Background: an optimization exercise with open tools, aiming at small area, a short achievable clock period and few clock cycles per item. Do not read the settings as production practice.
Where RTL was checked, it was by simulation tests only, not by an equivalence proof against the original.
Power is estimated from default activity; no workload was simulated.

## job 7982
// line_follow_steering_core
module line_follow_steering_core (
   input  logic        clock,
   input  logic        reset,
   input  logic        req_valid,
   output logic        req_stall,
   input  logic [22:0] req_word,
   output logic        rsp_valid,
   input  logic        rsp_stall,
   output logic [17:0] rsp_word,
   input  logic        csr_write_en,
   input  logic [2:0]  csr_index,
   input  logic [15:0] csr_data
);
   logic [1:0]         mode;
   logic [7:0]         base;
   logic [3:0]         sharp;
   logic [3:0]         smooth;
   logic signed [15:0] gp;
   logic signed [15:0] gd;
   always_ff @(posedge clock) begin
      if (reset) begin
         mode   <= 2'd0;
         base   <= 8'd120;
         sharp  <= 4'd1;
         smooth <= 4'd1;
         gp     <= '0;
         gd     <= '0;
      end else if (csr_write_en) begin
         case (csr_index)
            3'd0: mode   <= csr_data[1:0];
            3'd1: base   <= csr_data[7:0];
            3'd2: sharp  <= csr_data[3:0];
            3'd3: smooth <= csr_data[3:0];
            3'd4: gp     <= csr_data;
            3'd5: gd     <= csr_data;
            default: ;
         endcase
      end
   end
   logic pd;
   always_ff @(posedge clock) begin
      if (reset)                               pd <= 1'b0;
      else if (csr_write_en && csr_index == 3'd0) pd <= (csr_data[1:0] == 2'd2);
   end
   wire [2:0] bits  = req_word[22:20];
   wire [9:0] lvl_l = req_word[19:10];
   wire [9:0] lvl_r = req_word[9:0];
   logic [9:0] lr_s;
   logic       lr_c;
   lfs_add_10 u_lr (.a(lvl_l), .b(~lvl_r), .ci(1'b1), .s(lr_s), .co(lr_c));
   wire signed [10:0] err0 = {~lr_c, lr_s};
   wire signed [10:0] sh16 = $signed({3'b000, sharp, 4'b0000});
   wire signed [10:0] sm7  = $signed({4'b0000, smooth, 3'b000}) - $signed({7'b0000000, smooth});
   logic signed [10:0] off0;
   logic               emit0;
   always_comb begin
      emit0 = 1'b1;
      off0  = '0;
      case (mode)
         2'd0: begin
            case (bits)
               3'b001:  off0 = sh16;
  ...
For scale: roughly 2200 cells after synthesis, roughly 67 I/O pins, ~21000 sq um of cells after synthesis.
Settings: LEC_CHECK=0, CAP_MARGIN=20, CORE_MARGIN=2, CORE_UTILIZATION=40, CTS_BUF_LIST=sky130_fd_sc_hd__clkbuf_8, CTS_CLUSTER_SIZE=40, PLACE_DENSITY=0.75, SLEW_MARGIN=20, SYNTH_HIERARCHICAL=1; clock period 11.0 ns.
standard.sh (not shown) runs the stock make flow with config.mk's settings and CLKGATE_MAP_FILE= SYNTH_SCRIPT=/design/flow/synth_recipe.tcl, a recipe that flattens the netlist after the stock synthesis.
==> flow/flow/run.sh <==
#!/bin/bash
set -euo pipefail
MARGIN=$(cat flow/margin.txt)
bash standard.sh SETUP_SLACK_MARGIN="$MARGIN" TNS_END_PERCENT=100 REMOVE_ABC_BUFFERS=1 \
  BUFFER_PORTS_ARGS="-buffer_cell sky130_fd_sc_hd__buf_1" finish > flow_make.log 2>&1
==> flow/flow/margin.txt <==
6.8
Testbench counts of job 7982, summed over its fixed seeds: cycles 19,776, items 19,200.
The following lists how job 7991 was set up differently from job 7982:
- CORE_UTILIZATION: 40 -> 55
- PLACE_DENSITY: 0.75 -> 0.7
==> flow/flow/margin.txt <==
6.6
- The area taken by flip-flops and latches of job 7991 and that of job 7982 are within noise of each other.
- Of job 7982 and job 7991, the higher minimum clock period belongs to job 7991.
- Relative to job 7982, the detailed-route wire length per cell measured on job 7991 has increased by a few percent.
- Layout overhead on the synthesized area came out lower on job 7991 than on job 7982.
[inputs] job 4561 vs job 7991
==> flow/flow/margin.txt <==
6.8
==> results.txt <==
- Job 4561 vs. job 7991: clock slew at the register clock pins of the worst setup and hold paths held; fmax went up 4.4%; required arrival time at the worst endpoint went up 0.13 ns; storage element area went up 0.53%; number of global-route vias before repair went up 128.
- Job 4561 vs. job 7991: total power now sits higher, number of multi-input logic gates now sits at about the same level, cell area after layout now sits higher.
Changes in job 8731 relative to job 4561:
- PLACE_DENSITY: 0.7 -> unset
- CORE_UTILIZATION: 55 -> 40
### Flow results
Job 8731 vs. job 4561: layout cell share with drive strength beyond 1 went up by 0.18 points. Going from job 4561 to job 8731, hold slack neither gained nor lost much, worst-case register-to-register setup slack lost 0.06 ns, number of global-route vias before repair lost 133, number of DRC markers after the initial detailed-route iteration lost about 6.5%, half-perimeter wire length after detailed placement picked up an extra about 3.4%. Job 8731 reports its slowest cell on the critical path as sky130_fd_sc_hd__fa_1 while job 4561 reports sky130_fd_sc_hd__or4_1. Job 8731 against job 4561: part of the cycle the worst path needs picked up an extra 0.51 points; number of nets in the layout neither gained nor lost much; sum of routed wire length over all layers picked up an extra about 1.9%.
The inputs of job 4381 differ from those of job 8731 as listed below.
- putting PLACE_DENSITY at 0.7 where nothing was set
- swapping 40 for 55 in CORE_UTILIZATION
==> flow/flow/margin.txt <==
7.2
==> comparison <==
Compared to job 8731, job 4381 has via count about 8% higher. Across both runs, worst max-slew margin expressed relative to the limit was higher for job 4381 than for job 8731. Summary of job 4381 over job 8731: signed area change from the synthesized netlist to the final layout picked up an extra 9.9 points, power share of the clock group shrank by 0.4 points, final cell count now sits lower, design area rose about 9%. In terms of final hold slack, job 8731 and job 4381 differ only marginally. Looking at core utilization across job 4381 and job 8731, the one that comes out higher is job 4381. No run among job 4381 and job 8731 stopped early or left any final violation; all are clean. On highest clock rate: between job 4381 and job 8731, it ends up lower for job 8731.
Here is what was changed in the inputs of job 7144 compared with job 4381.
- PLACE_DENSITY: 0.7 -> unset
- CORE_UTILIZATION: 55 -> 40
==> flow/flow/margin.txt <==
7.0
==> comparison <==
Compared with job 4381, in job 7144 global-route wire length before repair fell 0.99%, area of placed instances rose about 0.8%, clock insertion delay at the later pin of the skew report about even, non-clock buffer count fell 77.
Job 7144 vs job 4381 — routed via count dropped by a few percent
Length of routed met2 wiring (higher): job 4381
Taking job 7144 as 1.0, job 4381 lands at 1.05 on summed area of non-filler cells in the final layout.
Job 7144 vs job 4381: die height up in job 7144
Proportion of cell area occupied by registers delta for job 7144 relative to job 4381: 0.82 points higher
In the reports for job 4381 and job 7144, the smaller clock network fraction of design power belongs to job 7144.

line_follow_steering_core, a different RTL version from the one above (not shown whole).
Size in the first run: about 21000 µm² of cells after synthesis.
==> flow/config.mk <==
export PLATFORM = sky130hd
export DESIGN_NAME = line_follow_steering_core
export DESIGN_NICKNAME = line_follow_steering_core
export VERILOG_FILES = /design/flow/design.v
export SDC_FILE = /design/flow/constraint.sdc
export NUM_CORES = 4
export LEC_CHECK = 0
export CAP_MARGIN = 20
export CORE_MARGIN = 2
export CORE_UTILIZATION = 40
export SLEW_MARGIN = 20
export SYNTH_HIERARCHICAL = 1
==> flow/constraint.sdc <==
create_clock -name core_clock -period 11.0 [get_ports {clock}]
set_input_delay 2.2000 -clock core_clock [delete_from_list [all_inputs] [get_ports {clock}]]
set_output_delay 2.2000 -clock core_clock [all_outputs]
set_load 0.01 [all_outputs]
==> flow/flow/run.sh <==
#!/bin/bash
set -euo pipefail
MARGIN=$(cat flow/margin.txt)
bash standard.sh SETUP_SLACK_MARGIN="$MARGIN" TNS_END_PERCENT=100 \
  BUFFER_PORTS_ARGS="-buffer_cell sky130_fd_sc_hd__buf_2" finish > flow_make.log 2>&1
==> flow/flow/margin.txt <==
6.5
Edit:
==> flow/flow/margin.txt (replaced) <==
7
The new run finished clean.
Design area went up by a little under a tenth.
Clock power is higher by a little under a tenth.
Worst setup slack gets better by 390 ps.
Power went up by about a fifth.
Die area stays the same.
Critical path depth went up by 8.
Core utilization grows by 3.7 points.
Global-route usage rose by 0.39 points.
Non-clock buffer count rose by 91.
Edit:
==> flow/flow/run.sh (replaced) <==
#!/bin/bash
set -euo pipefail
MARGIN=$(cat flow/margin.txt)
bash standard.sh SETUP_SLACK_MARGIN="$MARGIN" TNS_END_PERCENT=100 REMOVE_ABC_BUFFERS=1 \
  BUFFER_PORTS_ARGS="-buffer_cell sky130_fd_sc_hd__buf_1" finish > flow_make.log 2>&1
==> flow/flow/margin.txt (replaced) <==
6.8
Settings changed: CTS_BUF_LIST set to sky130_fd_sc_hd__clkbuf_8, CTS_CLUSTER_SIZE set to 40.
Effect: The new run finished clean; setup slack degrades by 150 ps; final cell count falls by 2.0%; non-clock buffer count falls by 56; wire length falls by 7.9%; clock-buffer cell count falls by 4; die area stays the same; synthesized area stays the same.
Edit:
==> flow/flow/margin.txt (replaced) <==
6.5
Effect: Clock power shrinks slightly; via count shrinks slightly; synthesized cell count does not change.
No run of this note included a check of the RTL's function; only the layout flow was run.

Setup of run a:
Another version of the RTL of line_follow_steering_core (not shown whole).
Size: roughly 2100 cells after synthesis.
==> flow/config.mk <==
export PLATFORM = sky130hd
export DESIGN_NAME = line_follow_steering_core
export DESIGN_NICKNAME = line_follow_steering_core
export VERILOG_FILES = /design/flow/design.v
export SDC_FILE = /design/flow/constraint.sdc
export NUM_CORES = 4
export LEC_CHECK = 0
export CAP_MARGIN = 20
export CORE_MARGIN = 2
export CORE_UTILIZATION = 40
export SETUP_SLACK_MARGIN = 5
export SLEW_MARGIN = 20
==> flow/constraint.sdc <==
create_clock -name core_clock -period 11.0 [get_ports {clock}]
set_input_delay 2.2000 -clock core_clock [delete_from_list [all_inputs] [get_ports {clock}]]
set_output_delay 2.2000 -clock core_clock [all_outputs]
set_load 0.01 [all_outputs]
run.sh (not shown) runs the stock make flow with config.mk's settings and CLKGATE_MAP_FILE= SYNTH_SCRIPT=/design/flow/synth_recipe.tcl, a recipe that flattens the netlist after the stock synthesis.
Stock flow here: none of the scripts above is used.
For run b, these inputs were changed with respect to run a:
- removing SETUP_SLACK_MARGIN (formerly 5)
Results
Run b | stages: all done | timing, DRC, antenna: all pass
Run a and run b ended up with roughly the same max-cap violation count.
As far as number of rows in the core area goes, run a and run b are indistinguishable; the numbers are identical.
On net switching share of the total power, run a and run b are basically level.
Diff run a..run b | relative area change from synthesis to final layout | negligible
Function was not checked in any run of this note: the RTL went through the layout flow alone.

== run B ==
Another version of the RTL of line_follow_steering_core (not shown whole).
Size in the first run: roughly 21000 sq um of cells after synthesis.
// line_follow_steering_core
module line_follow_steering_core (
   input  logic        clock,
   input  logic        reset,
   input  logic        req_valid,
   output logic        req_stall,
   input  logic [22:0] req_word,
   output logic        rsp_valid,
   input  logic        rsp_stall,
   output logic [17:0] rsp_word,
   input  logic        csr_write_en,
   input  logic [2:0]  csr_index,
   input  logic [15:0] csr_data
);
clock: 11.0 ns
lec_check: 0
cap_margin: 20
core_margin: 2
core_utilization: 40
slew_margin: 20
synth_hierarchical: 1
Run B: PASS, flow complete, no timing, DRC or antenna violations
Input changes introduced in run E (baseline for comparison: run B):
==> flow/flow/run.sh (new file) <==
#!/bin/bash
set -euo pipefail
MARGIN=$(cat flow/margin.txt)
bash standard.sh SETUP_SLACK_MARGIN="$MARGIN" TNS_END_PERCENT=100 \
  BUFFER_PORTS_ARGS="-buffer_cell sky130_fd_sc_hd__buf_2" finish > flow_make.log 2>&1
==> flow/flow/margin.txt (new file) <==
7
==> flow/standard.sh (new file) <==
#!/bin/bash
# synth_recipe.tcl (not shown) runs the flow's synth.tcl, then flattens the netlist and writes it again
# the make line also repeats each setting of config.mk as NAME=value (left out here)
make -C /OpenROAD-flow-scripts/flow DESIGN_CONFIG=/design/flow/config.mk WORK_HOME=/design/flow/orfs CLKGATE_MAP_FILE= SYNTH_SCRIPT=/design/flow/synth_recipe.tcl "${@:-finish}"
removed: flow/run.sh
Findings:
The total number of vias reported for run E is greater than that of run B by 5.8%. Sort run B and run E by setup slack after layout, descending, and run E comes first. Going from run B to run E, reported sequential group power fell by about 3.8%; global-route usage rose by 0.63 points.
Function was not checked in any run of this note: the RTL went through the layout flow alone.

Another version of the RTL of line_follow_steering_core (not shown whole).
Size: about 67 I/O pins.
==> flow/config.mk <==
export PLATFORM = sky130hd
export DESIGN_NAME = line_follow_steering_core
export DESIGN_NICKNAME = line_follow_steering_core
export VERILOG_FILES = /design/flow/design.v
export SDC_FILE = /design/flow/constraint.sdc
export NUM_CORES = 4
export LEC_CHECK = 0
export CAP_MARGIN = 20
export CORE_MARGIN = 2
export CORE_UTILIZATION = 40
export SLEW_MARGIN = 20
==> flow/constraint.sdc <==
create_clock -name core_clock -period 11.0 [get_ports {clock}]
set_input_delay 2.2000 -clock core_clock [delete_from_list [all_inputs] [get_ports {clock}]]
set_output_delay 2.2000 -clock core_clock [all_outputs]
set_load 0.01 [all_outputs]
Stock flow here: none of the scripts above is used.
The first run completed with no timing, DRC or antenna violations.
Testbench counts at the start, summed over its fixed seeds: cycles 19,776, items 19,200.
Next try:
==> flow/flow/run.sh (new file) <==
#!/bin/bash
set -euo pipefail
MARGIN=$(cat flow/margin.txt)
bash standard.sh SETUP_SLACK_MARGIN="$MARGIN" TNS_END_PERCENT=100 \
  BUFFER_PORTS_ARGS="-buffer_cell sky130_fd_sc_hd__buf_2" finish > flow_make.log 2>&1
==> flow/flow/margin.txt (new file) <==
6.5
==> flow/standard.sh (new file) <==
#!/bin/bash
# synth_recipe.tcl (not shown) runs the flow's synth.tcl, then flattens the netlist and writes it again
# the make line also repeats each setting of config.mk as NAME=value (left out here)
make -C /OpenROAD-flow-scripts/flow DESIGN_CONFIG=/design/flow/config.mk WORK_HOME=/design/flow/orfs CLKGATE_MAP_FILE= SYNTH_SCRIPT=/design/flow/synth_recipe.tcl "${@:-finish}"
--- a/flow/config.mk
+++ b/flow/config.mk
@@ -9,3 +9,4 @@
 export CORE_MARGIN = 2
-export CORE_UTILIZATION = 40
+export CORE_UTILIZATION = 60
+export PLACE_DENSITY = 0.75
 export SLEW_MARGIN = 20
removed: flow/run.sh
Effect: Routed wire length grows by 1.6%. Worst setup slack improved by 600 ps. Cell count drops by 4.7%. Die area came out lower by 33%. Worst hold slack gets worse by 4.0 ps. Via count went up by 5.5%. Utilization rises by 22 points.

afterwards: timing with drivers on the ports:
No port has a modelled driver above. Below, the same layouts with a new extraction and two added sets of constraints. Step 1 (the two cells are an assumption about what drives the block):
set clk [get_ports {clock}]
set_driving_cell -lib_cell sky130_fd_sc_hd__clkbuf_16 $clk
set_driving_cell -lib_cell sky130_fd_sc_hd__buf_2 [delete_from_list [all_inputs] $clk]
Step 2 also shifts input and output timing later by t, the mid clock arrival at the registers, as if the neighbouring blocks saw the same clock. a / b / c = ideal ports / drivers / drivers and shift; a / b = the first two.
| run | t, ns | setup WS [ns] | worst setup path after step 2 | latest minus earliest clock arrival (ns) | cell pins on the clock port's net |
|---|---|---|---|---|---|
| job 7982 | 0.548 | 6.787 / 6.787 / 6.409 | input to register | 0.021 / 0.021 | 1 |
| job 7991 | 0.552 | 6.716 / 6.716 / 6.390 | input to register | 0.025 / 0.025 | 1 |
| job 4561 | 0.548 | 6.897 / 6.897 / 6.408 | input to register | 0.025 / 0.025 | 1 |
| job 8731 | 0.581 | 6.840 / 6.840 / 6.385 | input to register | 0.016 / 0.017 | 1 |
| job 4381 | 0.558 | 7.006 / 7.006 / 6.573 | input to register | 0.023 / 0.024 | 1 |
| job 7144 | 0.570 | 6.976 / 6.976 / 6.571 | input to register | 0.020 / 0.020 | 1 |
| the first run of note 2 | 0.521 | 6.607 / 6.607 / 6.345 | input to register | 0.020 / 0.020 | 1 |
| the second run of note 2 | 0.510 | 6.994 / 6.994 / 6.569 | input to register | 0.021 / 0.021 | 1 |
| the third run of note 2 | 0.581 | 6.840 / 6.840 / 6.385 | input to register | 0.016 / 0.017 | 1 |
| the fourth run of note 2 | 0.562 | 6.634 / 6.634 / 6.234 | input to register | 0.021 / 0.021 | 1 |
| run a of note 3 | 0.546 | 5.715 / 5.715 / 5.540 | input to register | 0.011 / 0.011 | 1 |
| run b of note 3 | 0.546 | 5.715 / 5.715 / 5.540 | input to register | 0.011 / 0.011 | 1 |
| run B of note 4 | 0.522 | 5.762 / 5.762 / 5.490 | input to register | 0.018 / 0.017 | 1 |
| run E of note 4 | 0.539 | 6.665 / 6.665 / 6.159 | input to register | 0.021 / 0.020 | 1 |
| the first run of note 5 | 0.548 | 5.812 / 5.812 / 5.794 | input to register | 0.018 / 0.017 | 1 |
| the second run of note 5 | 0.527 | 6.412 / 6.412 / 6.253 | input to register | 0.012 / 0.012 | 1 |
After both steps every run listed still meets setup and hold. For run E of note 4, which loses most, drivers alone change the setup slack by 0.000 ns; drivers and shift together by -0.506 ns.
